Source: an optimization exercise on an open RTL-to-GDS flow (aim: small area, a short achievable clock period and few clock cycles per item). Production flows keep margins and buffers that such runs may drop.
Where RTL was checked, it was by simulation tests only, not by an equivalence proof against the original.
The RTL of run 1 was laid out without a check of its function.

[flow/design.v]
package fra_pkg;
  localparam int OPERAND_BITS_DEF = 16;   
  localparam int FIELD_W          = 16;   
  localparam int RES_NUM_W        = 33;
  localparam int RES_DEN_W        = 32;
  typedef enum logic [1:0] {
    OP_ADD = 2'd0,
    OP_SUB = 2'd1,
    OP_MUL = 2'd2,
    OP_DIV = 2'd3
  } fra_op_e;
  typedef enum logic {
    STATUS_OK   = 1'b0,
    STATUS_ZERO = 1'b1
  } fra_status_e;
  typedef struct packed {
    fra_op_e            opcode;
    logic signed [15:0] num_a;
    logic signed [15:0] den_a;
    logic signed [15:0] num_b;
    logic signed [15:0] den_b;
  } fra_in_t;
  typedef struct packed {
    logic signed [RES_NUM_W-1:0] res_num;
    logic signed [RES_DEN_W-1:0] res_den;
    fra_status_e                 status;
  } fra_out_t;
endpackage
module fraction_arith_reduce (
  input  logic              clk_i,
  input  logic              rst_ni,
  input  logic              in_valid_i,
  output logic              in_stall_o,
  input  fra_pkg::fra_in_t  in_data_i,
  output logic              out_valid_o,
  input  logic              out_stall_i,
  output fra_pkg::fra_out_t out_data_o
);
  typedef enum logic [2:0] {
    S_IDLE = 3'd0,
    S_MUL  = 3'd1,
    S_COMB = 3'd2,
    S_GCD  = 3'd3,
    S_OUT  = 3'd4
  } state_e;
  state_e state_q;
  logic [32:0] x_q, y_q, k00_q, k01_q;
  logic [31:0] k10_q, k11_q;
  logic        sp_q, sr_q, st_q;
  logic [4:0]  cnt_q;
  logic in_xfer, out_xfer;
  assign out_valid_o = (state_q == S_OUT);
  assign out_xfer    = out_valid_o && !out_stall_i;
  assign in_stall_o  = !((state_q == S_IDLE) || out_xfer);
  assign in_xfer     = in_valid_i && !in_stall_o;
  logic st_mul, st_comb, st_gcd;
  assign st_mul  = (state_q == S_MUL);
  assign st_comb = (state_q == S_COMB);
  assign st_gcd  = (state_q == S_GCD);
  logic [32:0] dxy, dyx, s0, s1;
  assign dxy = x_q - y_q;
  assign dyx = y_q - x_q;
  assign s0  = k00_q + k01_q;
  assign s1  = {1'b0, k10_q} + {1'b0, k11_q};
  logic [15:0] ia, ib, ic, id;
  logic [1:0]  iop;
  logic        sa, sb, sc, sd, tau;
  logic [15:0] mag_a, mag_b, mag_d;
  logic [16:0] tc;
  assign ia  = in_data_i.num_a;
  assign ib  = in_data_i.den_a;
  assign ic  = in_data_i.num_b;
  assign id  = in_data_i.den_b;
  assign iop = in_data_i.opcode;
  assign sa  = ia[15];
  assign sb  = ib[15];
  assign sc  = ic[15];
  assign sd  = id[15];
  assign tau   = iop[1] ? sc : (sa ^ sb ^ sd ^ iop[0]);
  assign mag_a = sa ? 16'(-ia) : ia;
  assign mag_b = sb ? 16'(-ib) : ib;
  assign mag_d = sd ? 16'(-id) : id;
  assign tc    = tau ? 17'(-{ic[15], ic}) : {ic[15], ic};
  logic [32:0] acc_k00, acc_k01, acc_x, acc_y;
  logic [31:0] acc_k10, acc_k11;
  assign acc_k00 = {17'd0, (iop == 2'd2) ? tc[15:0] : mag_d};
  assign acc_k01 = {1'b0, mag_a, 16'd0};
  assign acc_k10 = {16'd0, (iop == 2'd3) ? tc[15:0] : mag_d};
  assign acc_k11 = {mag_b, 16'd0};
  assign acc_x   = {17'd0, iop[1] ? 16'd0 : mag_b};
  assign acc_y   = {tc, 16'd0};
  logic [15:0] mor;
  logic [4:0]  mlen, mrem;
  logic        mul_last;
  assign mor = k00_q[15:0] | k10_q[15:0] | x_q[15:0];
  always_comb begin
    mlen = 5'd0;
    for (int i = 0; i < 16; i++) if (mor[i]) mlen = 5'(i + 1);
  end
  assign mrem     = (cnt_q == 5'd0) ? mlen : cnt_q;
  assign mul_last = (mrem <= 5'd1);
  logic yneg, nz, dz, sgn;
  assign yneg = dyx[32];
  assign nz   = (x_q == y_q);
  assign dz   = (k10_q == 32'd0);
  assign sgn  = sp_q ^ yneg ^ (sr_q & !dz);
  logic x0, y0, xgt, t2xy, t2x, t2y, t2d;
  assign x0   = x_q[0];
  assign y0   = y_q[0];
  assign xgt  = dyx[32];
  assign t2xy = !x_q[1] && !y_q[1];
  assign t2x  = !x_q[1];
  assign t2y  = !y_q[1];
  assign t2d  = !(x_q[1] ^ y_q[1]);   
  logic       x_sum, y_sum, k0_sum, k1_sum;    
  logic [1:0] x_sh, y_sh, k0_sh, k1_sh;
  always_comb begin
    x_sum = 1'b0; y_sum = 1'b0; k0_sum = 1'b0; k1_sum = 1'b0;
    x_sh = 2'd0; y_sh = 2'd0; k0_sh = 2'd0; k1_sh = 2'd0;
    if (st_mul) begin
      x_sum = x_q[0];
      x_sh  = 2'd1;
      k0_sh = 2'd1;
    end else if (st_gcd) begin
      if (!x0 && !y0) begin
        x_sh = t2xy ? 2'd2 : 2'd1;
        y_sh = t2xy ? 2'd2 : 2'd1;
      end else if (!x0) begin
        x_sh  = t2x ? 2'd2 : 2'd1;
        k0_sh = t2x ? 2'd3 : 2'd2;
      end else if (!y0) begin
        y_sh  = t2y ? 2'd2 : 2'd1;
        k1_sh = t2y ? 2'd3 : 2'd2;
      end else if (xgt) begin
        x_sum  = 1'b1;
        x_sh   = t2d ? 2'd2 : 2'd1;
        k1_sum = 1'b1;
        k0_sh  = t2d ? 2'd3 : 2'd2;
      end else begin
        y_sum  = 1'b1;
        y_sh   = t2d ? 2'd2 : 2'd1;
        k0_sum = 1'b1;
        k1_sh  = t2d ? 2'd3 : 2'd2;
      end
    end
  end
  logic [32:0] x_src, y_src, x_nx, y_nx, k00_src, k01_src, k00_nx, k01_nx;
  logic [31:0] k10_src, k11_src, k10_nx, k11_nx;
  logic        k00_mb, k10_mb;
  assign k00_mb  = st_mul ? k00_q[0] : k0_sum;
  assign k10_mb  = st_mul ? k10_q[0] : k0_sum;
  assign x_src   = x_sum  ? dxy : x_q;
  assign y_src   = y_sum  ? dyx : y_q;
  assign k00_src = k00_mb ? s0  : k00_q;
  assign k10_src = k10_mb ? s1[31:0] : k10_q;
  assign k01_src = k1_sum ? s0  : k01_q;
  assign k11_src = k1_sum ? s1[31:0] : k11_q;
  always_comb begin
    unique case (x_sh)
      2'd1:    x_nx = {x_src[32], x_src[32:1]};
      2'd2:    x_nx = {{2{x_src[32]}}, x_src[32:2]};
      default: x_nx = x_src;
    endcase
    unique case (y_sh)
      2'd1:    y_nx = {y_src[32], y_src[32:1]};
      2'd2:    y_nx = {{2{y_src[32]}}, y_src[32:2]};
      default: y_nx = y_src;
    endcase
    unique case (k0_sh)
      2'd1: begin
        k00_nx = {1'b0, k00_src[32:1]};
        k10_nx = {(k10_mb & s1[32]), k10_src[31:1]};
      end
      2'd2: begin
        k00_nx = {k00_src[31:0], 1'b0};
        k10_nx = {k10_src[30:0], 1'b0};
      end
      2'd3: begin
        k00_nx = {k00_src[30:0], 2'b0};
        k10_nx = {k10_src[29:0], 2'b0};
      end
      default: begin
        k00_nx = k00_src;
        k10_nx = k10_src;
      end
    endcase
    unique case (k1_sh)
      2'd2: begin
        k01_nx = {k01_src[31:0], 1'b0};
        k11_nx = {k11_src[30:0], 1'b0};
      end
      2'd3: begin
        k01_nx = {k01_src[30:0], 2'b0};
        k11_nx = {k11_src[29:0], 2'b0};
      end
      default: begin
        k01_nx = k01_src;
        k11_nx = k11_src;
      end
    endcase
  end
  always_ff @(posedge clk_i) begin
    if (in_xfer) begin
      k00_q <= acc_k00;
      k01_q <= acc_k01;
      k10_q <= acc_k10;
      k11_q <= acc_k11;
      x_q   <= acc_x;
      y_q   <= acc_y;
      cnt_q <= 5'd0;
      sp_q  <= (iop == 2'd2) ? (sa ^ sc) : (sa ^ sd);
      sr_q  <= (iop == 2'd3) ? (sb ^ sc) : (sb ^ sd);
    end else if (st_comb) begin
      x_q   <= yneg ? dxy : dyx;
      y_q   <= nz ? 33'd0 : {1'b0, k10_q};
      k00_q <= nz ? 33'd0 : (sgn ? {33{1'b1}} : 33'd1);
      k01_q <= 33'd0;
      k10_q <= {31'd0, nz & !dz};
      k11_q <= 32'd1;
      st_q  <= nz & dz;
    end else begin
      x_q   <= x_nx;
      y_q   <= (st_mul && mul_last) ? k00_nx : y_nx;
      k00_q <= k00_nx;
      k01_q <= k01_nx;
      k10_q <= k10_nx;
      k11_q <= k11_nx;
      if (st_mul) cnt_q <= mul_last ? 5'd0 : mrem - 5'd1;
    end
  end
  always_ff @(posedge clk_i or negedge rst_ni) begin
    if (!rst_ni) begin
      state_q <= S_IDLE;
    end else begin
      unique case (state_q)
        S_IDLE: if (in_xfer) state_q <= S_MUL;
        S_MUL:  if (mul_last) state_q <= S_COMB;
        S_COMB: state_q <= (nz || dz) ? S_OUT : S_GCD;
        S_GCD:  if (x0 && y0 && !xgt && nz) state_q <= S_OUT;
        S_OUT:  if (out_xfer) state_q <= in_xfer ? S_MUL : S_IDLE;
        default: state_q <= S_IDLE;
      endcase
    end
  end
  assign out_data_o.res_num = k00_q;
  assign out_data_o.res_den = k10_q;
  assign out_data_o.status  = fra_pkg::fra_status_e'(st_q);
endmodule
module fra_top (
  input  logic        clk_i,
  input  logic        rst_ni,
  input  logic        in_valid_i,
  output logic        in_stall_o,
  input  logic [1:0]  in_op_i,
  input  logic [15:0] in_num_a_i,
  input  logic [15:0] in_den_a_i,
  input  logic [15:0] in_num_b_i,
  input  logic [15:0] in_den_b_i,
  output logic        out_valid_o,
  input  logic        out_stall_i,
  output logic [32:0] out_num_o,
  output logic [31:0] out_den_o,
  output logic        out_status_o
);
  fra_pkg::fra_in_t  in_data;
  fra_pkg::fra_out_t out_data;
  assign in_data.opcode = fra_pkg::fra_op_e'(in_op_i);
  assign in_data.num_a  = in_num_a_i;
  assign in_data.den_a  = in_den_a_i;
  assign in_data.num_b  = in_num_b_i;
  assign in_data.den_b  = in_den_b_i;
  fraction_arith_reduce u_core (
    .clk_i       (clk_i),
    .rst_ni      (rst_ni),
    .in_valid_i  (in_valid_i),
    .in_stall_o  (in_stall_o),
    .in_data_i   (in_data),
    .out_valid_o (out_valid_o),
    .out_stall_i (out_stall_i),
    .out_data_o  (out_data)
  );
  assign out_num_o    = out_data.res_num;
  assign out_den_o    = out_data.res_den;
  assign out_status_o = out_data.status;
endmodule
[flow/run.sh]
#!/bin/bash
# synth_recipe.tcl (not shown) runs the flow's synth.tcl, then flattens the netlist and writes it again
# the make line also repeats each setting of config.mk as NAME=value (left out here)
make -C /OpenROAD-flow-scripts/flow DESIGN_CONFIG=/design/flow/config.mk WORK_HOME=/design/flow/orfs CLKGATE_MAP_FILE= SYNTH_SCRIPT=/design/flow/synth_recipe.tcl finish
[flow/config.mk]
export PLATFORM = sky130hd
export DESIGN_NAME = fra_top
export DESIGN_NICKNAME = fra_top
export VERILOG_FILES = /design/flow/design.v
export SDC_FILE = /design/flow/constraint.sdc
export NUM_CORES = 4
export LEC_CHECK = 0
export ABC_CLOCK_PERIOD_IN_PS = 5000
export CAP_MARGIN = 20
export CORE_MARGIN = 2
export CORE_UTILIZATION = 40
export SETUP_SLACK_MARGIN = 5
export SLEW_MARGIN = 20
[flow/constraint.sdc]
create_clock -name core_clock -period 10.0 [get_ports {clk_i}]
set_input_delay 2.0000 -clock core_clock [delete_from_list [all_inputs] [get_ports {clk_i}]]
set_output_delay 2.0000 -clock core_clock [all_outputs]
set_load 0.01 [all_outputs]
==> results by group, run 1 <==
Run status
  – Outcome: complete, no violations

Worst setup path
  – Worst path max stage delay: roughly 700 ps
  – RR Startpoint: u_core.y_q[0]$_SDFFE_PP0P_
  – Setup CP Type: flop to flop
  – Worst Setup EP: u_core.k00_q[8]$_DFF_P_
  – CP arrival: approximately 5500 ps
  – Crit end category: flop
  – Slowest stage cell, crit path: o21ai_1
  – Critical R2R Capture: u_core.k00_q[8]$_DFF_P_
  – Most common cell on crit path: mux2i_1
  – Crit-path max FO: 16
  – CP Cell Sequence: clkinvlp_4 -> ha_1 -> inv_1 -> fa_1 -> nand3_1 -> a21oi_2 -> o21ba_4 -> o21a_1 -> o21ai_1 -> nand3_2 -> mux2i_1 -> mux2i_1 -> mux2i_1 -> o221ai_1
  – Worst R2R Setup Slack: 4900 ps
  – Critical Path RT: 10,440 ps
  – Worst reg2reg path depth: 14
  – Startpoint Class: flop
  – CP Launch Point: u_core.y_q[0]$_SDFFE_PP0P_

Layout
  – Final Cell Area: approximately 0.026 mm2
  – Final net count: 3,265
  – Ratio of cells with drive above 1 in the final layout: 0.0694
  – Area growth, synth to finish: 13.1%
  – Fin cells: 3,825

Hold path
  – Hold WC Path Type: flop to flop

Synth
  – Synth warn: 1
  – Syn avg cell area: 7.48 um2
  – EDFF count, synth: 5
  – Asr flop ratio synth: 0.0145
  – Post-synthesis cell type count: 95
  – Syn Std Cell Area: 0.0227 mm2
  – Synth Register Bits: 207
  – Synth Instances: between 3,000 and 4,000
  – Most common flop cell mapped by yosys: dfxtp_1
  – Post-synthesis sequential area ratio: 0.186
  – Net Count, Synth: between 3,000 and 4,000

Place
  – Placed Instance Area: between 0.02 and 0.025 mm2
  – Post-DP HPWL: between 70 and 80 mm
  – Placed Cells: 3,767
  – Gpl congestion: 1.05
  – Pre-CTS setup slack: 3810 ps
  – Port Buf Inserts: between 100 and 150

Routing
  – Detailed Routing Iterations Pass 1: 7
  – Drt drc: 0
  – DR vias: 25,400
  – Final ANT Viol Nets: 0
  – Avg WL per Cell: 27.4 um
  – Vias per cell: about 6.6
  – Total Routed Length: about 100 mm
  – Iteration-0 DRC Markers: 3,474

Floorplanning
  – Rows: between 80 and 90
  – Die area: 0.0586 mm2
  – Core region area: approximately 0.056 mm2
  – Die Y: ~240 um
  – Die width: between 200 and 250 um
  – Initial Utilization: 0.404
  – Top-Level Pins: 138

STA
  – Worst clock skew: 19.9 ps
  – Fmax: ~0.20 GHz
  – Final period util: 0.510
  – Min Hold Slack: roughly 500 ps
  – Final min period: 5100 ps
  – Final setup vio count: 0
  – Setup TNS: 0 ps
  – Worst Setup Slack, final: approximately 4900 ps
  – Least-Margin Pin Slew: ~1200 ps
  – Slew Viols, Final: 0
  – Hold Fails Final Rpt: 0
  – RSZ-0062 raised after global routing: yes
  – Headroom to the max-slew limit: 0.169

Clock network
  – CTS Sinks: 207
  – Clock Latency Late Sink: 600 ps
  – TritonCTS clock tree: done
  – CTS Buf Count: 28
  – Clk slew on worst S/H paths: roughly 70 ps
  – Clk buf depth: 3
  – Clk root buf: clkbuf_16
  – H-tree level count: 1

GRT
  – Pin count of the biggest net entering global routing: 67
  – Vias in the first global route: 23,500
  – GRT Overall Usage: 0.340
  – First-pass GRT wire length: 154 mm
  – Antenna violations before repair: 3
  – Grt ovf: 0

Run
  – Max cap viols: 0
## cell families (layout without fill, tap and decap cells)
family | Yosys count | in the layout | synth area share
AND/OR/NAND/NOR | 931 | 932 | 0.190
other | 0 | 2 | 0
buffers and inverters | 313 | 350 | 0.0588
adder cells (fa/ha/maj) | 145 | 145 | 0.0814
flip-flops | 207 | 207 | 0.186
XOR/XNOR | 185 | 185 | 0.0715
multiplexers | 234 | 234 | 0.109
AO/OA/AOI/OAI | 1014 | 1014 | 0.303
## per-layer routing
| metal | global-route usage | wire length, um | vias up |
|---|---|---|---|
| met2 | 0.506 | 43700 | 1568 |
| met4 | 0.157 | 5630 | 0 |
| li1 | - | - | 11300 |
| met1 | 0.470 | 44000 | 12200 |
| met3 | 0.0684 | 11300 | 271 |
| met5 | 0 | 0 | - |
## worst min-delay path by stage
| stage | startpoint | end | slack [ps] | depth (start not counted) |
|---|---|---|---|---|
| 2_1_floorplan | u_core.cnt_q[2]$_SDFFE_PP0P_ | u_core.cnt_q[2]$_SDFFE_PP0P_ | 470 | 2 |
| 3_3_place_gp | u_core.k01_q[0]$_SDFF_PP0_ | u_core.k01_q[0]$_SDFF_PP0_ | 480 | 2 |
| 3_5_place_dp | u_core.k01_q[0]$_SDFF_PP0_ | u_core.k01_q[0]$_SDFF_PP0_ | 500 | 2 |
| 4_1_cts | u_core.k01_q[0]$_SDFF_PP0_ | u_core.k01_q[0]$_SDFF_PP0_ | 500 | 2 |
| 5_1_grt | u_core.k01_q[0]$_SDFF_PP0_ | u_core.k01_q[0]$_SDFF_PP0_ | 530 | 2 |
| 6_report | u_core.k01_q[0]$_SDFF_PP0_ | u_core.k01_q[0]$_SDFF_PP0_ | 500 | 2 |
## worst max-delay path, delay by kind of cell, from the launching register on
family	cells	cell delay [ps]
AOI/OAI and AO/OA	5	1540
muxes	3	1200
and+or+nand+nor	2	870
adders and majority gates	2	660
DFF	1	390
buffers and inverters	2	260
## cell type report
type | instances | area (um2)
tap | 756 | 946
inverter | 116 | 442
clock buffer | 39 | 782
antenna | 2 | 5.00
clock inverter | 8 | 130
timing repair buffer | 187 | 1780
multi-input combinational | 2510 | 17300
sequential | 207 | 4210
fill | 5765 | 30500
## registers in the layout, summed over array words and instances (netlist names)
name            cells
u_core.cnt_q        5
u_core.k00_q       33
u_core.k01_q       33
u_core.k10_q       32
u_core.k11_q       32
u_core.sp_q         1
u_core.sr_q         1
u_core.st_q         1
u_core.state_q      3
u_core.x_q         33
u_core.y_q         33
## Yosys cell counts, types with 12 or more instances
master | number | area (um2)
o21a_1 | 23 | 173
a31oi_1 | 20 | 125
or3_1 | 16 | 100
nand3_1 | 81 | 405
a221oi_1 | 21 | 184
and3_1 | 30 | 188
inv_1 | 112 | 420
nor2b_1 | 16 | 100
clkbuf_1 | 117 | 439
a21o_1 | 69 | 518
or4_1 | 13 | 97.6
nor3_1 | 61 | 305
a22oi_1 | 35 | 263
xnor2_1 | 104 | 911
buf_4 | 20 | 150
o211ai_1 | 58 | 435
mux2_2 | 31 | 349
nor4_1 | 21 | 131
xor2_1 | 81 | 709
a21oi_1 | 238 | 1190
nand4_1 | 26 | 163
a221o_1 | 12 | 120
buf_2 | 43 | 215
o31ai_1 | 27 | 203
nand2b_1 | 24 | 150
o21ai_0 | 194 | 971
mux2i_1 | 195 | 1950
o221ai_1 | 53 | 464
buf_1 | 13 | 48.8
o21bai_1 | 27 | 203
and2_1 | 25 | 156
a211oi_1 | 56 | 420
nand2_1 | 374 | 1400
o22ai_1 | 21 | 131
ha_1 | 141 | 1760
dfxtp_1 | 199 | 3980
nor2_1 | 198 | 743
## cells in the final DEF, fill, tap and decap left out, types with 25 or more instances in the layout
cell	netlist	layout
nor2_1	198	190
inv_1	112	111
o21bai_1	27	27
o211ai_1	58	58
o221ai_1	53	53
and3_1	30	30
o21ai_0	194	192
mux2_2	31	31
clkbuf_16	0	28
a21o_1	69	68
nor3_1	61	59
mux2i_1	195	195
ha_1	141	137
buf_4	20	46
xnor2_1	104	104
nand4_1	26	26
nand3_1	81	78
o31ai_1	27	25
a211oi_1	56	54
xor2_1	81	81
dfxtp_1	199	198
a22oi_1	35	35
clkdlybuf4s50_1	0	134
a21oi_1	238	236
nand2_1	374	365
## per-stage QoR
step            util
2_1_floorplan      -
3_3_place_gp   0.436
3_5_place_dp   0.436
4_1_cts        0.454
5_1_grt        0.456
6_report       0.456
## repair_timing
action                     CTS  global route
hold buffers                 0             0
setup buffers                2             6
gates cloned                 0             1
gates resized for setup     30            21
pin swaps                    2             4
setup endpoints to repair  112            69
==> inputs of run 2 (changes only) <==
--- a/flow/design.v
+++ b/flow/design.v
@@ -27,4 +27,44 @@
   } fra_out_t;
 endpackage
+module fra_add #(
+  parameter int W  = 33,
+  parameter int KB = 15
+) (
+  input  logic [W-1:0] a_i,
+  input  logic [W-1:0] b_i,
+  input  logic         cin_i,
+  input  logic         kill_i,
+  input  logic         gen_i,
+  output logic [W-1:0] s_o,
+  output logic         cout_o
+);
+  localparam int L = $clog2(W);
+  logic [W-1:0] p, g;
+  logic [W-1:0] gg [L+1];
+  logic [W-1:0] pp [L+1];
+  always_comb begin
+    p = a_i ^ b_i;
+    g = a_i & b_i;
+    pp[0] = p;
+    gg[0] = g;
+    gg[0][0] = g[0] | (p[0] & cin_i);
+    pp[0][KB] = p[KB] & !kill_i;
+    gg[0][KB] = (g[KB] | gen_i) & !kill_i;
+    for (int l = 0; l < L; l++) begin
+      for (int i = 0; i < W; i++) begin
+        if (((i >> l) & 1) == 1) begin
+          gg[l+1][i] = gg[l][i] | (pp[l][i] & gg[l][((i >> l) << l) - 1]);
+          pp[l+1][i] = pp[l][i] & pp[l][((i >> l) << l) - 1];
+        end else begin
+          gg[l+1][i] = gg[l][i];
+          pp[l+1][i] = pp[l][i];
+        end
+      end
+    end
+    s_o[0] = p[0] ^ cin_i;
+    for (int i = 1; i < W; i++) s_o[i] = p[i] ^ gg[L][i-1];
+    cout_o = gg[L][W-1];
+  end
+endmodule
 module fraction_arith_reduce (
   input  logic              clk_i,
@@ -48,4 +88,6 @@
   logic [31:0] k10_q, k11_q;
   logic        sp_q, sr_q, st_q;
+  logic        sa_q, sb_q, tau_q;       
+  logic        c00_q, c10_q, cx_q;      
   logic [4:0]  cnt_q;
   logic in_xfer, out_xfer;
@@ -59,8 +101,22 @@
   assign st_gcd  = (state_q == S_GCD);
   logic [32:0] dxy, dyx, s0, s1;
-  assign dxy = x_q - y_q;
-  assign dyx = y_q - x_q;
-  assign s0  = k00_q + k01_q;
-  assign s1  = {1'b0, k10_q} + {1'b0, k11_q};
+  logic        s1_c;
+  fra_add #(.W(33)) u_dxy (
+    .a_i(x_q), .b_i(~y_q), .cin_i(1'b1),
+    .kill_i(st_mul && tau_q), .gen_i(1'b0), .s_o(dxy), .cout_o()
+  );
+  fra_add #(.W(33)) u_dyx (
+    .a_i(y_q), .b_i(~x_q), .cin_i(1'b1),
+    .kill_i(1'b0), .gen_i(1'b0), .s_o(dyx), .cout_o()
+  );
+  fra_add #(.W(33)) u_s0 (
+    .a_i(k00_q), .b_i(k01_q), .cin_i(1'b0),
+    .kill_i(1'b0), .gen_i(st_mul && sa_q), .s_o(s0), .cout_o()
+  );
+  fra_add #(.W(32)) u_s1 (
+    .a_i(k10_q), .b_i(k11_q), .cin_i(1'b0),
+    .kill_i(1'b0), .gen_i(st_mul && sb_q), .s_o(s1[31:0]), .cout_o(s1_c)
+  );
+  assign s1[32] = s1_c;
   logic [15:0] ia, ib, ic, id;
   logic [1:0]  iop;
@@ -78,8 +134,8 @@
   assign sd  = id[15];
   assign tau   = iop[1] ? sc : (sa ^ sb ^ sd ^ iop[0]);
-  assign mag_a = sa ? 16'(-ia) : ia;
-  assign mag_b = sb ? 16'(-ib) : ib;
-  assign mag_d = sd ? 16'(-id) : id;
-  assign tc    = tau ? 17'(-{ic[15], ic}) : {ic[15], ic};
+  assign mag_a = ia ^ {16{sa}};
+  assign mag_b = ib ^ {16{sb}};
+  assign mag_d = id ^ {16{sd}};
+  assign tc    = {ic[15], ic} ^ {17{tau}};
   logic [32:0] acc_k00, acc_k01, acc_x, acc_y;
   logic [31:0] acc_k10, acc_k11;
@@ -98,5 +154,5 @@
     for (int i = 0; i < 16; i++) if (mor[i]) mlen = 5'(i + 1);
   end
-  assign mrem     = (cnt_q == 5'd0) ? mlen : cnt_q;
+  assign mrem     = (cnt_q == 5'd0) ? mlen + 5'(c00_q | c10_q | cx_q) : cnt_q;
   assign mul_last = (mrem <= 5'd1);
   logic yneg, nz, dz, sgn;
@@ -119,5 +175,4 @@
     x_sh = 2'd0; y_sh = 2'd0; k0_sh = 2'd0; k1_sh = 2'd0;
     if (st_mul) begin
-      x_sum = x_q[0];
       x_sh  = 2'd1;
       k0_sh = 2'd1;
@@ -148,7 +203,9 @@
   logic [31:0] k10_src, k11_src, k10_nx, k11_nx;
   logic        k00_mb, k10_mb;
-  assign k00_mb  = st_mul ? k00_q[0] : k0_sum;
-  assign k10_mb  = st_mul ? k10_q[0] : k0_sum;
-  assign x_src   = x_sum  ? dxy : x_q;
+  logic x_mb;
+  assign k00_mb  = st_mul ? (k00_q[0] ^ c00_q) : k0_sum;
+  assign k10_mb  = st_mul ? (k10_q[0] ^ c10_q) : k0_sum;
+  assign x_mb    = st_mul ? (x_q[0] ^ cx_q) : x_sum;
+  assign x_src   = x_mb   ? dxy : x_q;
   assign y_src   = y_sum  ? dyx : y_q;
   assign k00_src = k00_mb ? s0  : k00_q;
@@ -209,4 +266,10 @@
       y_q   <= acc_y;
       cnt_q <= 5'd0;
+      sa_q  <= sa;
+      sb_q  <= sb;
+      tau_q <= tau;
+      c00_q <= (iop == 2'd2) ? sc : sd;
+      c10_q <= (iop == 2'd3) ? sc : sd;
+      cx_q  <= !iop[1] && sb;
       sp_q  <= (iop == 2'd2) ? (sa ^ sc) : (sa ^ sd);
       sr_q  <= (iop == 2'd3) ? (sb ^ sc) : (sb ^ sd);
@@ -226,5 +289,10 @@
       k10_q <= k10_nx;
       k11_q <= k11_nx;
-      if (st_mul) cnt_q <= mul_last ? 5'd0 : mrem - 5'd1;
+      if (st_mul) begin
+        cnt_q <= mul_last ? 5'd0 : mrem - 5'd1;
+        c00_q <= c00_q & k00_q[0];
+        c10_q <= c10_q & k10_q[0];
+        cx_q  <= cx_q & x_q[0];
+      end
     end
   end
--- a/flow/config.mk
+++ b/flow/config.mk
@@ -6,5 +6,4 @@
 export NUM_CORES = 4
 export LEC_CHECK = 0
-export ABC_CLOCK_PERIOD_IN_PS = 5000
 export CAP_MARGIN = 20
 export CORE_MARGIN = 2
==> run 2 against run 1 <==
Compared with the run above:
- still clean
- clock-buffer cell count fell by 3
- register-to-register slack improved by 130 ps
- critical path depth rose by 1
- final area fell by 7.5%
- first-iteration DRC count fell by 19%
- clock skew rose by 19 ps
- utilization rose by 0.57 points
- critical endpoint is now u_core.y_q[25]$_DFF_P_
==> results by group, run 2 <==
Run status
  – Outcome: complete, no violations

Routing
  – Avg WL per Cell: 26.2 um
  – DR vias: between 20,000 and 25,000
  – Total Routed Length: 89.2 mm
  – Detailed Routing Iterations Pass 1: 6
  – Iteration-0 DRC Markers: 2,815
  – Vias per cell: 6.54
  – Drt drc: 0
  – Final ANT Viol Nets: 0

STA
  – Least-Margin Pin Slew: 1060 ps
  – Final min period: 4970 ps
  – Headroom to the max-slew limit: 0.291
  – Final period util: 0.497
  – Slew Viols, Final: 0
  – Final setup vio count: 0
  – Hold Fails Final Rpt: 0
  – Setup TNS: 0 ps
  – RSZ-0062 raised after global routing: yes
  – Min Hold Slack: 479 ps
  – Worst clock skew: 38.5 ps
  – Fmax: 0.201 GHz

Worst setup path
  – Worst R2R Setup Slack: around 5000 ps
  – Startpoint Class: flop
  – RR Startpoint: u_core.y_q[0]$_SDFFE_PP0P_
  – Worst reg2reg path depth: 15
  – Worst Setup EP: u_core.y_q[25]$_DFF_P_
  – CP Launch Point: u_core.y_q[0]$_SDFFE_PP0P_
  – Setup CP Type: flop to flop
  – Crit-path max FO: 18
  – Critical R2R Capture: u_core.y_q[25]$_DFF_P_
  – Critical Path RT: ~10,000 ps
  – Crit end category: flop
  – CP arrival: 5380 ps

Floorplanning
  – Top-Level Pins: 138
  – Die area: 0.0536 mm2
  – Core region area: ~0.051 mm2
  – Die Y: ~230 um
  – Initial Utilization: 0.404
  – Die width: 232 um
  – Rows: 83

GRT
  – Pin count of the biggest net entering global routing: 68
  – First-pass GRT wire length: 133 mm
  – GRT Overall Usage: 0.322
  – Vias in the first global route: 20,800
  – Antenna violations before repair: 3
  – Grt ovf: 0

Synth
  – Syn Std Cell Area: 0.0207 mm2
  – Post-synthesis sequential area ratio: 0.212
  – Asr flop ratio synth: 0.0141
  – Synth Register Bits: around 210
  – Most common flop cell mapped by yosys: dfxtp_1
  – Largest cells by area after synthesis: dfxtp_1, ha_1, mux2i_1, nand2_1, xnor2_1
  – EDFF count, synth: 11
  – Post-synthesis xor/xnor area fraction: 0.0697
  – Most frequent cells after synthesis: nand2_1, nor2_1, dfxtp_1, a21oi_1, o21ai_0
  – Simple-gate share of the synthesized area: 0.169
  – Synth Instances: between 2,000 and 3,000
  – Synth top area share: 0.192
  – Net Count, Synth: 2,878
  – Syn avg cell area: 7.82 um2
  – Synth area leader: dfxtp_1
  – Synth Area in Compound Gates: 0.286
  – Synth Area in Adders: 0.103
  – Synth warn: 7
  – Mux cell area share after synthesis: 0.101
  – Most frequent cell after synthesis: nand2_1
  – Largest family of logic cells by synthesized area: compound AO/OA/AOI/OAI gates
  – Post-synthesis cell type count: 101

Clock network
  – CTS Sinks: 213
  – Clk buf depth: 3
  – Clock Latency Late Sink: 610 ps
  – Clk slew on worst S/H paths: 70 ps
  – Clk root buf: clkbuf_16
  – Post-CTS Hold Buffers: 0
  – CTS Buf Count: 28
  – H-tree level count: 1
  – TritonCTS clock tree: done

Layout
  – Commonest non-fill, non-tap cell in the layout: nand2_1
  – Reg area: 0.00440 mm2
  – Area growth, synth to finish: 14.4%
  – Commonest non-fill, non-tap cells in the layout: nand2_1, nor2_1, dfxtp_1
  – Combined area of the multi-input logic cells: 0.0153 mm2
  – Post-Route Utilization: 0.462
  – Fillers: just over 5,000
  – Final net count: 2,931
  – Ratio of cells with drive above 1 in the final layout: 0.0853
  – Diodes inserted: 0

Hold path
  – Hold WC Path Type: flop to flop
  – Worst Hold Launch: u_core.cnt_q[0]$_SDFFE_PP0P_

Run
  – Max cap viols: 0

Place
  – Post-DP HPWL: between 60 and 70 mm
  – Port Buf Inserts: 137
  – Gpl congestion: 1.01
run 2: cell types whose count changed in the layout (fill, tap and decap cells not counted), moves of 19 or more:
cell and delta:
a211oi_1 -21, a21o_1 -19, a21oi_1 -71, a221o_1 +21, mux2_2 +20, mux2i_1 -57
nand2_1 -80, o21ai_0 -41, o21bai_1 -21
run 2: layout make-up:
type                            count  share of cell area
Tap cell                          680              0.0359
Timing Repair Buffer              190              0.0761
Clock buffer                       36              0.0317
Clock inverter                     10             0.00311
Sequential cell                   213               0.185
Multi-Input combinational cell   2144               0.647
Inverter                          126              0.0202
run 2: per-layer routing:
metal | GRT usage | vias up | wire length (um)
li1 | - | 9973 | -
met4 | 0.138 | 0 | 4590
met2 | 0.494 | 1321 | 37900
met5 | 0 | - | 0
met3 | 0.0662 | 242 | 9670
met1 | 0.436 | 10700 | 37000
run 2: timing repair:
| action | CTS | global route |
|---|---|---|
| cloned | 1 | 0 |
| resized for setup | 21 | 28 |
| setup endpoints to repair | 82 | 78 |
| setup buffers | 5 | 4 |
| pin swaps | 2 | 2 |
run 2: through the flow:
step / instances / setup WS [ps] / area, um2
finish: 3399 / 5030 / 23700
global route: 3399 / 4980 / 23700
CTS: 3395 / 4960 / 23600
detailed placement: 3343 / 4130 / 22600
global placement: 3343 / 4390 / 22600
floorplan: 2650 / 5070 / 20700
run 2: worst min-delay path by stage:
| stage | end | depth (start not counted) |
|---|---|---|
| final | u_core.cnt_q[0]$_SDFFE_PP0P_ | 2 |
| after global routing | u_core.cnt_q[0]$_SDFFE_PP0P_ | 2 |
| after CTS | u_core.cnt_q[0]$_SDFFE_PP0P_ | 2 |
| after detailed placement | u_core.cnt_q[0]$_SDFFE_PP0P_ | 2 |
| after global placement | u_core.cnt_q[0]$_SDFFE_PP0P_ | 2 |
| after floorplan | u_core.cnt_q[0]$_SDFFE_PP0P_ | 2 |
run 2: logic make-up (layout without fill, tap and decap cells):
| group | count (synthesis) | after routing |
|---|---|---|
| buf+inv | 294 | 362 |
| simple gates | 771 | 772 |
| fa+ha+maj | 158 | 158 |
| flops | 213 | 213 |
| xor+xnor | 165 | 165 |
| mux | 200 | 200 |
| compound gates | 849 | 849 |
run 2: critical path, stage by stage (launching register included):
cell	delay (ps)
dfxtp_4	410
clkinvlp_4	160
ha_1	160
inv_1	50
fa_1	480
a211oi_1	280
o31ai_2	150
and3_1	240
o31a_1	400
buf_4	180
o211ai_4	490
nand3_4	440
mux2i_2	550
nor2_1	70
nor3_1	490
o221ai_1	210
Testbench counts of run 2, summed over its fixed seeds: cycles 85,620, items 3,200.
==> inputs of run 3 (changes only) <==
--- a/flow/design.v
+++ b/flow/design.v
@@ -67,4 +67,46 @@
   end
 endmodule
+module fra_sub2 #(
+  parameter int W  = 33,
+  parameter int KB = 15
+) (
+  input  logic [W-1:0] a_i,
+  input  logic [W-1:0] b_i,
+  input  logic         kill_i,
+  output logic [W-1:0] dxy_o,
+  output logic [W-1:0] dyx_o,
+  output logic         eq_o
+);
+  localparam int L = $clog2(W);
+  logic [W-1:0] p, g, pk;
+  logic [W-1:0] gg [L+1];
+  logic [W-1:0] pp [L+1];
+  always_comb begin
+    p = a_i ^ ~b_i;
+    g = a_i & ~b_i;
+    pp[0] = p;
+    gg[0] = g;
+    pp[0][KB] = p[KB] & !kill_i;
+    gg[0][KB] = g[KB] & !kill_i;
+    for (int l = 0; l < L; l++) begin
+      for (int i = 0; i < W; i++) begin
+        if (((i >> l) & 1) == 1) begin
+          gg[l+1][i] = gg[l][i] | (pp[l][i] & gg[l][((i >> l) << l) - 1]);
+          pp[l+1][i] = pp[l][i] & pp[l][((i >> l) << l) - 1];
+        end else begin
+          gg[l+1][i] = gg[l][i];
+          pp[l+1][i] = pp[l][i];
+        end
+      end
+    end
+    dxy_o[0] = !p[0];
+    dyx_o[0] = !p[0];
+    for (int i = 1; i < W; i++) begin
+      dxy_o[i] = p[i] ^ (gg[L][i-1] | pp[L][i-1]);
+      dyx_o[i] = !(p[i] ^ gg[L][i-1]);
+    end
+    eq_o = pp[L][W-1];
+  end
+endmodule
 module fraction_arith_reduce (
   input  logic              clk_i,
@@ -102,11 +144,8 @@
   logic [32:0] dxy, dyx, s0, s1;
   logic        s1_c;
-  fra_add #(.W(33)) u_dxy (
-    .a_i(x_q), .b_i(~y_q), .cin_i(1'b1),
-    .kill_i(st_mul && tau_q), .gen_i(1'b0), .s_o(dxy), .cout_o()
-  );
-  fra_add #(.W(33)) u_dyx (
-    .a_i(y_q), .b_i(~x_q), .cin_i(1'b1),
-    .kill_i(1'b0), .gen_i(1'b0), .s_o(dyx), .cout_o()
+  logic xy_eq;
+  fra_sub2 #(.W(33)) u_sub (
+    .a_i(x_q), .b_i(y_q), .kill_i(st_mul && tau_q),
+    .dxy_o(dxy), .dyx_o(dyx), .eq_o(xy_eq)
   );
   fra_add #(.W(33)) u_s0 (
@@ -158,5 +197,5 @@
   logic yneg, nz, dz, sgn;
   assign yneg = dyx[32];
-  assign nz   = (x_q == y_q);
+  assign nz   = xy_eq;
   assign dz   = (k10_q == 32'd0);
   assign sgn  = sp_q ^ yneg ^ (sr_q & !dz);
==> flow/flow/run.sh (new file) <==
#!/bin/bash
# The standard layout (standard.sh: same synthesis, floorplan, power grid,
# clock and constraints), with three layout choices passed to ORFS's make:
#  - timing repair aims at a setup margin of 5.5 ns,
#  - the repairs may swap a cell for one of another footprint,
#  - ports are buffered with sky130_fd_sc_hd__buf_1 (every port still gets
#    its buffer; the resizer may upsize it).
# ORFS's full output goes to standard.log.
set -euo pipefail
bash standard.sh SETUP_SLACK_MARGIN=5.5 MATCH_CELL_FOOTPRINT=0 \
  "BUFFER_PORTS_ARGS=-buffer_cell sky130_fd_sc_hd__buf_1" finish > standard.log 2>&1
==> flow/standard.sh (new file) <==
#!/bin/bash
# synth_recipe.tcl (not shown) runs the flow's synth.tcl, then flattens the netlist and writes it again
# the make line also repeats each setting of config.mk as NAME=value (left out here)
make -C /OpenROAD-flow-scripts/flow DESIGN_CONFIG=/design/flow/config.mk WORK_HOME=/design/flow/orfs CLKGATE_MAP_FILE= SYNTH_SCRIPT=/design/flow/synth_recipe.tcl "${@:-finish}"
--- a/flow/config.mk
+++ b/flow/config.mk
@@ -9,4 +9,3 @@
 export CORE_MARGIN = 2
 export CORE_UTILIZATION = 40
-export SETUP_SLACK_MARGIN = 5
 export SLEW_MARGIN = 20
removed: flow/run.sh
==> run 3 against run 2 <==
Compared with the run above:
- synthesized area down 6.0%
- via count down 2.8%
- clock-buffer cell count up 9
- first-iteration DRC count down 8.0%
- utilization up 0.82 points
- die area down 5.9%
- critical path type unchanged
- final area down 4.9%
- sequential cell count unchanged
- routed wire length down 2.0%
- setup slack better by 440 ps
==> results by group, run 3 <==
Run status
  – Outcome: complete, no violations

Floorplanning
  – Die Y: 225 um
  – Rows: 80
  – Die width: 225 um
  – Initial Utilization: 0.406
  – Die area: 0.0505 mm2
  – Top-Level Pins: 138
  – Core region area: 0.0479 mm2

Layout
  – Post-Route Utilization: 0.470
  – Area growth, synth to finish: 15.7%
  – Final net count: 2,902
  – Commonest non-fill, non-tap cells in the layout: nand2_1, dfxtp_1, nor2_1
  – Commonest non-fill, non-tap cell in the layout: nand2_1
  – Ratio of cells with drive above 1 in the final layout: 0.106
  – Fillers: 4,746

STA
  – Final period util: 0.453
  – RSZ-0062 raised after global routing: yes
  – Fmax: between 0.2 and 0.25 GHz
  – Hold Fails Final Rpt: 0
  – Worst clock skew: 15.8 ps
  – Final setup vio count: 0
  – Setup TNS: 0 ps
  – Final min period: between 4000 and 5000 ps
  – Headroom to the max-slew limit: 0.241
  – Least-Margin Pin Slew: around 1100 ps
  – Slew Viols, Final: 0

Place
  – Gpl congestion: 0.986
  – Port Buf Inserts: 137
  – Post-DP HPWL: 63.3 mm

Synth
  – Synth Register Bits: 213
  – Post-synthesis cell type count: 96
  – Synth top area share: 0.204
  – Most common flop cell mapped by yosys: dfxtp_1
  – Synth Instances: approximately 2,600
  – EDFF count, synth: 11
  – Asr flop ratio synth: 0.0141
  – Most frequent cells after synthesis: nand2_1, nor2_1, dfxtp_1, o21ai_0, a21oi_1
  – Syn Std Cell Area: 0.0195 mm2
  – Most frequent cell after synthesis: nand2_1
  – Largest cells by area after synthesis: dfxtp_1, nand2_1, ha_1, mux2i_1, o21ai_0
  – Syn avg cell area: 7.46 um2
  – Net Count, Synth: 2,803
  – Synth area leader: dfxtp_1
  – Synth warn: 10
  – Post-synthesis sequential area ratio: 0.225

Worst setup path
  – CP arrival: 4980 ps
  – Worst R2R Setup Slack: 5470 ps
  – CP Launch Point: u_core.x_q[0]$_DFFE_PP_
  – Crit-path max FO: 27
  – Worst reg2reg path depth: 17
  – Critical R2R Capture: u_core.y_q[17]$_DFF_P_
  – Crit end category: flop
  – RR Startpoint: u_core.x_q[0]$_DFFE_PP_
  – Startpoint Class: flop
  – Setup CP Type: flop to flop
  – Critical Path RT: 10,450 ps
  – Worst Setup EP: u_core.y_q[17]$_DFF_P_

Routing
  – Iteration-0 DRC Markers: 2,589
  – Drt drc: 0
  – Avg WL per Cell: 26.1 um
  – DR vias: 21,600
  – Final ANT Viol Nets: 0
  – Vias per cell: 6.46
  – Detailed Routing Iterations Pass 1: 6
  – Total Routed Length: between 80 and 90 mm

GRT
  – Busiest layer in global routing: met2
  – Grt ovf: 0
  – M1 GR Usage: 0.440
  – Met3 GRT Util: 0.0517
  – First-pass GRT wire length: 126 mm
  – GRT Overall Usage: 0.328
  – Met2 Usage GRT: 0.506
  – Vias in the first global route: 19,800
  – Pin count of the biggest net entering global routing: 72
  – Antenna violations before repair: 4

Clock network
  – CTS Buf Count: 28
  – Clk slew on worst S/H paths: ~60 ps
  – H-tree level count: 1
  – TritonCTS clock tree: done
  – Clock Latency Late Sink: 590 ps
  – CTS Sinks: between 200 and 250
  – Post-CTS Hold Buffers: 0
  – Clk buf depth: 3
  – Clk root buf: clkbuf_16

Run
  – Max cap viols: 0

Hold path
  – Hold WC Path Type: flop to flop
## run 3: cell types whose count changed in the layout (fill, tap and decap cells not counted), sizes merged, moves of 32 or more
cell	delta
buf	+187
clkdlybuf4s50	-136
nand2	+119
mux2	-37
inv	-35
o21ai	+32
## run 3: cell families after synthesis
family	after synthesis	synth area share
AOI/OAI and AO/OA	813	0.281
DFF	213	0.225
and+or+nand+nor	866	0.195
buffers and inverters	267	0.0563
xor gates and xnor gates	195	0.0877
muxes	133	0.0699
adders and majority gates	123	0.0848
## run 3: timing repair
action                                  in CTS  in global routing
endpoints found under the setup margin     155                116
pin swaps                                   19                 26
setup buffers                               26                 24
cloned                                       1                  4
hold endpoints to repair                     0                  0
resized for setup                           97                 54
## run 3: layout make-up
type | count | area [um2] | share of cell area
flip-flops and latches | 213 | 4400 | 0.195
inverters | 90 | 345 | 0.0153
well taps | 615 | 769 | 0.0341
diodes | 3 | 7.51 | 0.000333
clock inverters | 2 | 35.0 | 0.00155
clock buffers | 45 | 826 | 0.0366
multi-input cells | 2130 | 14600 | 0.647
repair buffers | 246 | 1570 | 0.0694
## run 3: critical path, cell delays in order (launching register included)
cell       delay (ps)
edfxtp_1          420
buf_4             140
ha_1              150
inv_1              60
fa_2              410
nand2b_4          160
a211o_4           360
a21oi_4           190
o2111ai_4         220
a21o_4            320
buf_4             150
a31oi_4           200
buf_6             280
nand2_1           110
o21ai_0           310
a221o_1           260
o21ai_0           160
a221oi_4          470
## run 3: through the flow
stage / hold slack [ps] / area, um2 / setup slack (ps) / std cells
floorplan: 465 / 19500 / 5490 / 2610
global placement: 479 / 20500 / 4450 / 3239
detailed placement: 487 / 20500 / 4390 / 3239
CTS: 495 / 22000 / 5480 / 3313
global route: 520 / 22500 / 5340 / 3341
finish: 496 / 22500 / 5470 / 3344
## run 3: worst min-delay path by stage
stage | startpoint | to | slack, ps | cells after the start
final | u_core.k01_q[0]$_SDFF_PP0_ | u_core.k01_q[0]$_SDFF_PP0_ | 500 | 2
after global routing | u_core.k01_q[0]$_SDFF_PP0_ | u_core.k01_q[0]$_SDFF_PP0_ | 520 | 2
after floorplan | u_core.cnt_q[1]$_SDFFE_PP0P_ | u_core.cnt_q[1]$_SDFFE_PP0P_ | 460 | 1
after CTS | u_core.k01_q[0]$_SDFF_PP0_ | u_core.k01_q[0]$_SDFF_PP0_ | 500 | 2
after global placement | u_core.k01_q[0]$_SDFF_PP0_ | u_core.k01_q[0]$_SDFF_PP0_ | 480 | 2
after detailed placement | u_core.k01_q[0]$_SDFF_PP0_ | u_core.k01_q[0]$_SDFF_PP0_ | 490 | 2
## run 3: layer usage
| layer | routed length [um] | vias up |
|---|---|---|
| met2 | 37700 | 1266 |
| met1 | 35700 | 10400 |
| met5 | 38 | - |
| met3 | 8390 | 246 |
| li1 | - | 9707 |
| met4 | 5490 | 6 |
Testbench counts of run 3, summed over its fixed seeds: cycles 85,620, items 3,200.
==> inputs of run 4 (changes only) <==
--- a/flow/design.v
+++ b/flow/design.v
@@ -193,6 +193,8 @@
     for (int i = 0; i < 16; i++) if (mor[i]) mlen = 5'(i + 1);
   end
-  assign mrem     = (cnt_q == 5'd0) ? mlen + 5'(c00_q | c10_q | cx_q) : cnt_q;
-  assign mul_last = (mrem <= 5'd1);
+  logic mcarry;
+  assign mrem     = (cnt_q == 5'd0) ? mlen : cnt_q;
+  assign mcarry   = (c00_q & k00_q[0]) | (c10_q & k10_q[0]) | (cx_q & x_q[0]);
+  assign mul_last = (mrem <= 5'd1) && !mcarry;
   logic yneg, nz, dz, sgn;
   assign yneg = dyx[32];
@@ -200,4 +202,7 @@
   assign dz   = (k10_q == 32'd0);
   assign sgn  = sp_q ^ yneg ^ (sr_q & !dz);
+  logic cb_even, cb_t2;
+  assign cb_even = !dyx[0] && !k10_q[0];
+  assign cb_t2   = !dyx[1] && !k10_q[1];
   logic x0, y0, xgt, t2xy, t2x, t2y, t2d;
   assign x0   = x_q[0];
@@ -216,4 +221,9 @@
       x_sh  = 2'd1;
       k0_sh = 2'd1;
+    end else if (st_comb) begin
+      if (cb_even) begin
+        x_sh = cb_t2 ? 2'd2 : 2'd1;
+        y_sh = cb_t2 ? 2'd2 : 2'd1;
+      end
     end else if (st_gcd) begin
       if (!x0 && !y0) begin
@@ -246,6 +256,6 @@
   assign k10_mb  = st_mul ? (k10_q[0] ^ c10_q) : k0_sum;
   assign x_mb    = st_mul ? (x_q[0] ^ cx_q) : x_sum;
-  assign x_src   = x_mb   ? dxy : x_q;
-  assign y_src   = y_sum  ? dyx : y_q;
+  assign x_src   = st_comb ? (yneg ? dxy : dyx) : x_mb ? dxy : x_q;
+  assign y_src   = st_comb ? (nz ? 33'd0 : {1'b0, k10_q}) : y_sum ? dyx : y_q;
   assign k00_src = k00_mb ? s0  : k00_q;
   assign k10_src = k10_mb ? s1[31:0] : k10_q;
@@ -314,6 +324,6 @@
       sr_q  <= (iop == 2'd3) ? (sb ^ sc) : (sb ^ sd);
     end else if (st_comb) begin
-      x_q   <= yneg ? dxy : dyx;
-      y_q   <= nz ? 33'd0 : {1'b0, k10_q};
+      x_q   <= x_nx;
+      y_q   <= y_nx;
       k00_q <= nz ? 33'd0 : (sgn ? {33{1'b1}} : 33'd1);
       k01_q <= 33'd0;
@@ -329,5 +339,5 @@
       k11_q <= k11_nx;
       if (st_mul) begin
-        cnt_q <= mul_last ? 5'd0 : mrem - 5'd1;
+        cnt_q <= mul_last ? 5'd0 : (mrem <= 5'd1) ? 5'd1 : mrem - 5'd1;
         c00_q <= c00_q & k00_q[0];
         c10_q <= c10_q & k10_q[0];
--- a/flow/flow/run.sh
+++ b/flow/flow/run.sh
@@ -5,7 +5,8 @@
 #  - the repairs may swap a cell for one of another footprint,
 #  - ports are buffered with sky130_fd_sc_hd__buf_1 (every port still gets
-#    its buffer; the resizer may upsize it).
+#    its buffer; the resizer may upsize it),
+#  - global placement packs cells to a density of 0.75.
 # ORFS's full output goes to standard.log.
 set -euo pipefail
-bash standard.sh SETUP_SLACK_MARGIN=5.5 MATCH_CELL_FOOTPRINT=0 \
+bash standard.sh SETUP_SLACK_MARGIN=5.5 MATCH_CELL_FOOTPRINT=0 PLACE_DENSITY=0.75 \
   "BUFFER_PORTS_ARGS=-buffer_cell sky130_fd_sc_hd__buf_1" finish > standard.log 2>&1
==> run 4 against run 3 <==
Compared with the run above:
- critical path depth down 4
- routed wire length down 3.1%
- clock-buffer cell count down 10
- register-to-register slack about the same
- setup slack better by 1.9 ps
- sequential cell count unchanged
- still clean
- critical path type unchanged
- sequential share of layout area up 0.097 points
- largest cell class unchanged
- cell count up 1.1%
- global-route usage down 1.2 points
- synthesized cell count up 1.1%
- hold slack better by 26 ps
==> results by group, run 4 <==
Synth
  – Syn avg cell area: 7.52 um2
  – EDFF count, synth: 11
  – Syn Std Cell Area: 0.0198 mm2
  – Largest cells by area after synthesis: dfxtp_1, ha_1, nand2_1, mux2i_1, a21oi_1
  – Net Count, Synth: around 2,800
  – Post-synthesis sequential area ratio: 0.221
  – Synth Instances: 2,639
  – Post-synthesis cell type count: 97
  – Most frequent cells after synthesis: nand2_1, nor2_1, a21oi_1, dfxtp_1, o21ai_0
  – Synth area leader: dfxtp_1
  – Synth warn: 10
  – Synth top area share: 0.201
  – Synth Register Bits: 213
  – Most frequent cell after synthesis: nand2_1
  – Asr flop ratio synth: 0.0141
  – Most common flop cell mapped by yosys: dfxtp_1

Routing
  – Detailed Routing Iterations Pass 1: 7
  – DR vias: 22,200
  – Final ANT Viol Nets: 0
  – Vias per cell: 6.56
  – Drt drc: 0
  – Total Routed Length: 84.7 mm
  – Avg WL per Cell: 25.1 um
  – Iteration-0 DRC Markers: 3,056

STA
  – Fmax: about 0.22 GHz
  – Worst Setup Slack, final: 5470 ps
  – Headroom to the max-slew limit: 0.0880
  – Worst clock skew: ~30 ps
  – Final min period: ~4500 ps
  – Final period util: 0.453
  – Final setup vio count: 0
  – Setup TNS: 0 ps
  – Hold Fails Final Rpt: 0
  – Slew Viols, Final: 0
  – Least-Margin Pin Slew: 1360 ps
  – RSZ-0062 raised after global routing: yes
  – Min Hold Slack: between 500 and 600 ps

Clock network
  – H-tree level count: 1
  – Post-CTS Hold Buffers: 0
  – Clk root buf: clkbuf_16
  – Clk buf depth: 3
  – CTS Buf Count: 27
  – Clock Latency Late Sink: 580 ps
  – CTS Sinks: around 210
  – Clk slew on worst S/H paths: 70 ps
  – TritonCTS clock tree: done

Layout
  – Area growth, synth to finish: 12.9%
  – Post-Route Utilization: 0.458
  – Commonest non-fill, non-tap cell in the layout: nand2_1
  – Ratio of cells with drive above 1 in the final layout: 0.0880
  – Commonest non-fill, non-tap cells in the layout: nand2_1, a21oi_1, nor2_1
  – Final net count: 2,886

GRT
  – First-pass GRT wire length: 124 mm
  – GRT Overall Usage: 0.316
  – Grt ovf: 0
  – Pin count of the biggest net entering global routing: 72
  – Antenna violations before repair: 3
  – Vias in the first global route: 19,900

Worst setup path
  – CP Launch Point: u_core.x_q[11]$_DFF_P_
  – RR Startpoint: u_core.x_q[11]$_DFF_P_
  – Critical Path RT: 10,400 ps
  – CP arrival: around 5000 ps
  – Crit end category: flop
  – Startpoint Class: flop
  – Setup CP Type: flop to flop
  – Crit-path max FO: 57

Floorplanning
  – Rows: between 80 and 90
  – Die width: between 200 and 250 um
  – Die Y: 227 um
  – Core region area: 0.0490 mm2
  – Top-Level Pins: 138
  – Initial Utilization: 0.405
  – Die area: 0.0514 mm2

Place
  – Pre-CTS setup slack: 3460 ps
  – Post-DP HPWL: approximately 60 mm
  – Gpl congestion: 1.04
  – Port Buf Inserts: 137

Run
  – Max cap viols: 0

Run status
  – Outcome: complete, no violations

Hold path
  – Worst Hold Launch: u_core.cnt_q[3]$_SDFFE_PP0P_
  – Hold WC Path Type: flop to flop
==> run 4: changes by cell type after synthesis, sizes merged, moves of 23 or more <==
cell    change
nand2      -71
a211oi     +30
o21ai      -28
nor3       +25
a22oi      -24
xor2       -23
==> run 4: path summary, 6_finish.rpt <==
kind | endpoint | slack [ps] | cells past startpoint
min reg2reg | u_core.cnt_q[3]$_SDFFE_PP0P_ | 520 | 1
min | u_core.cnt_q[3]$_SDFFE_PP0P_ | 520 | 1
max reg2reg | u_core.y_q[24]$_DFF_P_ | 5470 | 13
max in group asynchronous | u_core.state_q[1]$_DFFE_PN0P_ | 8620 | 1
max | u_core.y_q[24]$_DFF_P_ | 5470 | 13
min in group asynchronous | u_core.state_q[0]$_DFFE_PN0P_ | 1230 | 1
==> run 4: cell families after synthesis <==
logic type               count (synthesis)  share of synthesized area
AND/OR/NAND/NOR                        868                      0.198
adder cells (fa/ha/maj)                121                     0.0819
buffers and inverters                  276                     0.0603
flip-flops                             213                      0.221
multiplexers                           120                     0.0643
AO/OA/AOI/OAI                          887                      0.306
XOR/XNOR                               154                     0.0689
==> run 4: per-layer routing <==
| metal | vias to the layer above | part of all wire | GRT usage |
|---|---|---|---|
| met3 | 343 | 0.13 | 0.0706 |
| met4 | 2 | 0.076 | 0.205 |
| met2 | 1545 | 0.41 | 0.460 |
| met1 | 10400 | 0.38 | 0.419 |
| li1 | 9911 | - | - |
| met5 | - | 0.00015 | 0 |
==> run 4: stage by stage <==
| stage | instance area, um2 | std cells |
|---|---|---|
| 2_1_floorplan | 19800 | 2639 |
| 3_3_place_gp | 20700 | 3294 |
| 3_5_place_dp | 20700 | 3294 |
| 4_1_cts | 22100 | 3372 |
| 5_1_grt | 22400 | 3379 |
| 6_report | 22400 | 3380 |
==> run 4: cell type report <==
cell class	instances	area, um2
Inverter	89	349
Clock inverter	14	154
Fill cell	4850	26600
Tap cell	664	831
Sequential cell	213	4390
Antenna cell	1	2.50
Clock buffer	35	726
Multi-Input combinational cell	2153	14700
Timing Repair Buffer	211	1260
==> run 4: critical path: stages (launching register included) <==
cell and delay [ps]:
dfxtp_1 500, ha_2 380, a211o_1 270, a221o_1 420, a21oi_2 210, o21a_4 210, a31oi_4 160, xnor2_4 230
buf_4 310, a311o_2 510, buf_6 440, nand2_1 150, o21ai_1 280, o221ai_1 230
==> run 4: what timing repair did <==
action / 4_1_cts / 5_1_grt
resized for setup: 66 / 40
gates cloned: 5 / 2
pin swaps: 4 / 5
endpoints found under the setup margin: 200 / 104
buffers inserted: 24 / 5
Testbench counts of run 4, summed over its fixed seeds: cycles 81,800, items 3,200.
==> inputs of run 5 (changes only) <==
==> flow/flow/run.sh (replaced) <==
#!/bin/bash
# The standard layout (standard.sh: same synthesis, floorplan, power grid,
# clock and constraints), with these layout choices passed to ORFS's make:
#  - timing repair aims at a setup margin of 5.5 ns,
#  - the repairs may swap a cell for one of another footprint,
#  - ports are buffered with sky130_fd_sc_hd__buf_1 (every port still gets
#    its buffer; the resizer may upsize it),
#  - global placement packs cells to a density of 0.75,
#  - the clock tree is built from sky130_fd_sc_hd__clkbuf_4 / _8, 20 sinks a cluster.
# ORFS's full output goes to standard.log.
set -euo pipefail
bash standard.sh SETUP_SLACK_MARGIN=5.5 MATCH_CELL_FOOTPRINT=0 PLACE_DENSITY=0.75 "CTS_BUF_LIST=sky130_fd_sc_hd__clkbuf_4 sky130_fd_sc_hd__clkbuf_8" CTS_CLUSTER_SIZE=20 \
  "BUFFER_PORTS_ARGS=-buffer_cell sky130_fd_sc_hd__buf_1" finish > standard.log 2>&1
==> run 5 against run 4 <==
Compared with the run above:
- synthesized cell count did not move
- setup slack improved by 53 ps
- highest routed layer unchanged
==> results by group, run 5 <==
Run status
  – Outcome: complete, no violations

Worst setup path
  – Startpoint Class: flop
  – Most common cell on crit path: buf_4
  – Worst reg2reg path depth: 16
  – Slowest stage cell, crit path: a311o_2
  – Critical Path RT: 10,490 ps
  – Top cell family by delay on the critical path: compound AO/OA/AOI/OAI gates
  – Crit-path max FO: 57
  – Worst path max stage delay: 500 ps
  – Critical R2R Capture: u_core.k00_q[14]$_DFF_P_
  – CP arrival: between 4000 and 5000 ps
  – Buf/Inv on CP: 4
  – Setup CP Type: flop to flop
  – RR Startpoint: u_core.y_q[0]$_SDFF_PP0_
  – Worst R2R Setup Slack: 5520 ps
  – CP Cell Sequence: clkinvlp_4 -> ha_2 -> fa_2 -> a211oi_2 -> o211a_1 -> o31a_1 -> o21a_4 -> a31oi_4 -> xnor2_4 -> buf_4 -> a311o_2 -> buf_6 -> nor2_2 -> buf_4 -> o21ai_0 -> nand4_1
  – Crit end category: flop

Layout
  – Final net count: approximately 2,900
  – Combined area of the multi-input logic cells: 0.0147 mm2
  – Commonest non-fill, non-tap cells in the layout: nand2_1, a21oi_1, nor2_1
  – Commonest non-fill, non-tap cell in the layout: nand2_1
  – Area growth, synth to finish: 13.5%
  – Diodes inserted: 0
  – Reg area: 0.00439 mm2
  – Ratio of cells with drive above 1 in the final layout: 0.105
  – Fillers: 4,846

Synth
  – EDFF count, synth: 11
  – Synth warn: 10
  – Net Count, Synth: 2,830
  – Most frequent cell after synthesis: nand2_1
  – Synth Instances: approximately 2,600
  – Most common flop cell mapped by yosys: dfxtp_1
  – Most frequent cells after synthesis: nand2_1, nor2_1, a21oi_1, dfxtp_1, o21ai_0
  – Synth Register Bits: 213
  – Post-synthesis sequential area ratio: 0.221
  – Post-synthesis cell type count: a little under 100
  – Asr flop ratio synth: 0.0141
  – Synth top area share: 0.201
  – Syn Std Cell Area: 0.0198 mm2
  – Synth area leader: dfxtp_1
  – Largest cells by area after synthesis: dfxtp_1, ha_1, nand2_1, mux2i_1, a21oi_1
  – Syn avg cell area: 7.52 um2

Floorplanning
  – Core region area: 0.0490 mm2
  – Initial Utilization: 0.405
  – Top-Level Pins: ~140
  – Die area: 0.0514 mm2
  – Rows: just over 80
  – Die width: about 230 um
  – Die Y: about 230 um

STA
  – Least-Margin Pin Slew: between 1000 and 1500 ps
  – Fmax: 0.223 GHz
  – Worst clock skew: 34.2 ps
  – RSZ-0062 raised after global routing: yes
  – Final period util: 0.448
  – Headroom to the max-slew limit: 0.124
  – Final setup vio count: 0
  – Setup TNS: 0 ps
  – Min Hold Slack: around 530 ps
  – Hold Fails Final Rpt: 0
  – Final min period: 4480 ps
  – Slew Viols, Final: 0

Hold path
  – Hold path cells: 1
  – Hold EP: u_core.cnt_q[3]$_SDFFE_PP0P_
  – Worst Hold Launch: u_core.cnt_q[3]$_SDFFE_PP0P_
  – Hold WC Path Type: flop to flop

Run
  – Max cap viols: 0

GRT
  – GRT Overall Usage: 0.319
  – Vias in the first global route: 20,100
  – Antenna violations before repair: 1
  – First-pass GRT wire length: 125 mm
  – Grt ovf: 0
  – Pin count of the biggest net entering global routing: slightly above 70

Routing
  – DR vias: 22,300
  – Vias per cell: 6.54
  – Iteration-0 DRC Markers: 2,992
  – Drt drc: 0
  – Detailed Routing Iterations Pass 1: 8
  – Avg WL per Cell: ~25 um
  – Final ANT Viol Nets: 0
  – Total Routed Length: 84.7 mm

Clock network
  – CTS Sinks: 213
  – Clock Latency Late Sink: 650 ps
  – Clk root buf: clkbuf_8
  – TritonCTS clock tree: done
  – CTS Buf Count: 43
  – Clk buf depth: 3
  – Clk slew on worst S/H paths: 60 ps
  – H-tree level count: 2

Place
  – Gpl congestion: 1.04
  – Port Buf Inserts: 137
  – Post-DP HPWL: between 60 and 70 mm
==> run 5: per-stage QoR <==
step | instances | area, um2 | setup WS, ps | util
floorplan | 2639 | 19800 | 5520 | -
global placement | 3294 | 20700 | 3540 | 0.423
detailed placement | 3294 | 20700 | 3460 | 0.423
CTS | 3396 | 22200 | 5510 | 0.453
global route | 3412 | 22500 | 5470 | 0.460
finish | 3412 | 22500 | 5520 | 0.460
==> run 5: cell type report <==
type                       instances  area share
clock buffer                      67      0.0373
inverter                          89      0.0155
timing repair buffer             216      0.0580
sequential                       213       0.195
tap                              664      0.0369
multi-input combinational       2153       0.653
clock inverter                    10     0.00400
==> run 5: per-layer routing <==
metal  global-route usage  routed length (um)
met5                    0                  11
met4                0.217                6670
met3               0.0689               10600
met2                0.461               34800
met1                0.423               32500
==> run 5: cell families after synthesis <==
family / after synthesis / share of synthesized area
compound gates: 887 / 0.306
simple gates: 868 / 0.198
buf+inv: 276 / 0.0603
flops: 213 / 0.221
xor+xnor: 154 / 0.0689
fa+ha+maj: 121 / 0.0819
mux: 120 / 0.0643
==> run 5: what timing repair did <==
action	4_1_cts	5_1_grt
pin swaps	5	9
resized for setup	73	41
hold buffers	0	0
buffers inserted	20	15
cloned	5	1
endpoints found under the setup margin	200	96
==> run 5: how the worst max path moves through the flow <==
stage | startpoint | endpoint | slack (ps) | cells past startpoint
after floorplan | u_core.y_q[0]$_SDFF_PP0_ | u_core.y_q[29]$_DFF_P_ | 5520 | 21
after global placement | u_core.y_q[0]$_SDFF_PP0_ | u_core.y_q[30]$_DFF_P_ | 3540 | 20
after detailed placement | u_core.y_q[0]$_SDFF_PP0_ | u_core.y_q[30]$_DFF_P_ | 3460 | 20
after CTS | u_core.x_q[0]$_DFFE_PP_ | u_core.y_q[11]$_SDFF_PP0_ | 5510 | 14
after global routing | u_core.y_q[0]$_SDFF_PP0_ | u_core.x_q[0]$_DFFE_PP_ | 5470 | 22
final | u_core.y_q[0]$_SDFF_PP0_ | u_core.k00_q[14]$_DFF_P_ | 5520 | 16
==> run 5: worst reg2reg max path, delay by kind of cell, from the launching register on <==
kind                       cells  cell delay, ps
xor gates and xnor gates       1             250
AOI/OAI and AO/OA              7            1660
DFF                            1             370
adders and majority gates      2             610
buffers and inverters          4            1150
and+or+nand+nor                2             290

[static timing again, ports no longer ideal]
The flow's constraints put no driver on any port. The routed layouts listed below were extracted and timed again, unchanged, in two steps.
Step 1: set_driving_cell puts a clkbuf_16 on clk_i and a buf_2 on each other input, an assumption about the parent block.
Step 2 also shifts input and output timing later by t, the mid clock arrival at the registers, as if the neighbouring blocks saw the same clock.
a / b / c = ideal / step 1 / step 2; a / b = the first two.
run | t (ns) | setup slack, ns | hold slack, ns
run 1 | 0.641 | 4.896 / 4.896 / 4.633 | 0.501 / 0.501 / 0.501
run 2 | 0.645 | 5.029 / 5.029 / 4.501 | 0.479 / 0.479 / 0.479
run 3 | 0.645 | 5.469 / 5.469 / 4.920 | 0.496 / 0.496 / 0.496
run 4 | 0.627 | 5.471 / 5.471 / 5.016 | 0.522 / 0.522 / 0.522
run 5 | 0.686 | 5.524 / 5.509 / 5.100 | 0.532 / 0.532 / 0.532
After both steps setup and hold are still met in every run listed. The setup slack of run 3, which loses most, moves by 0.000 ns with the drivers and by -0.549 ns with both steps.
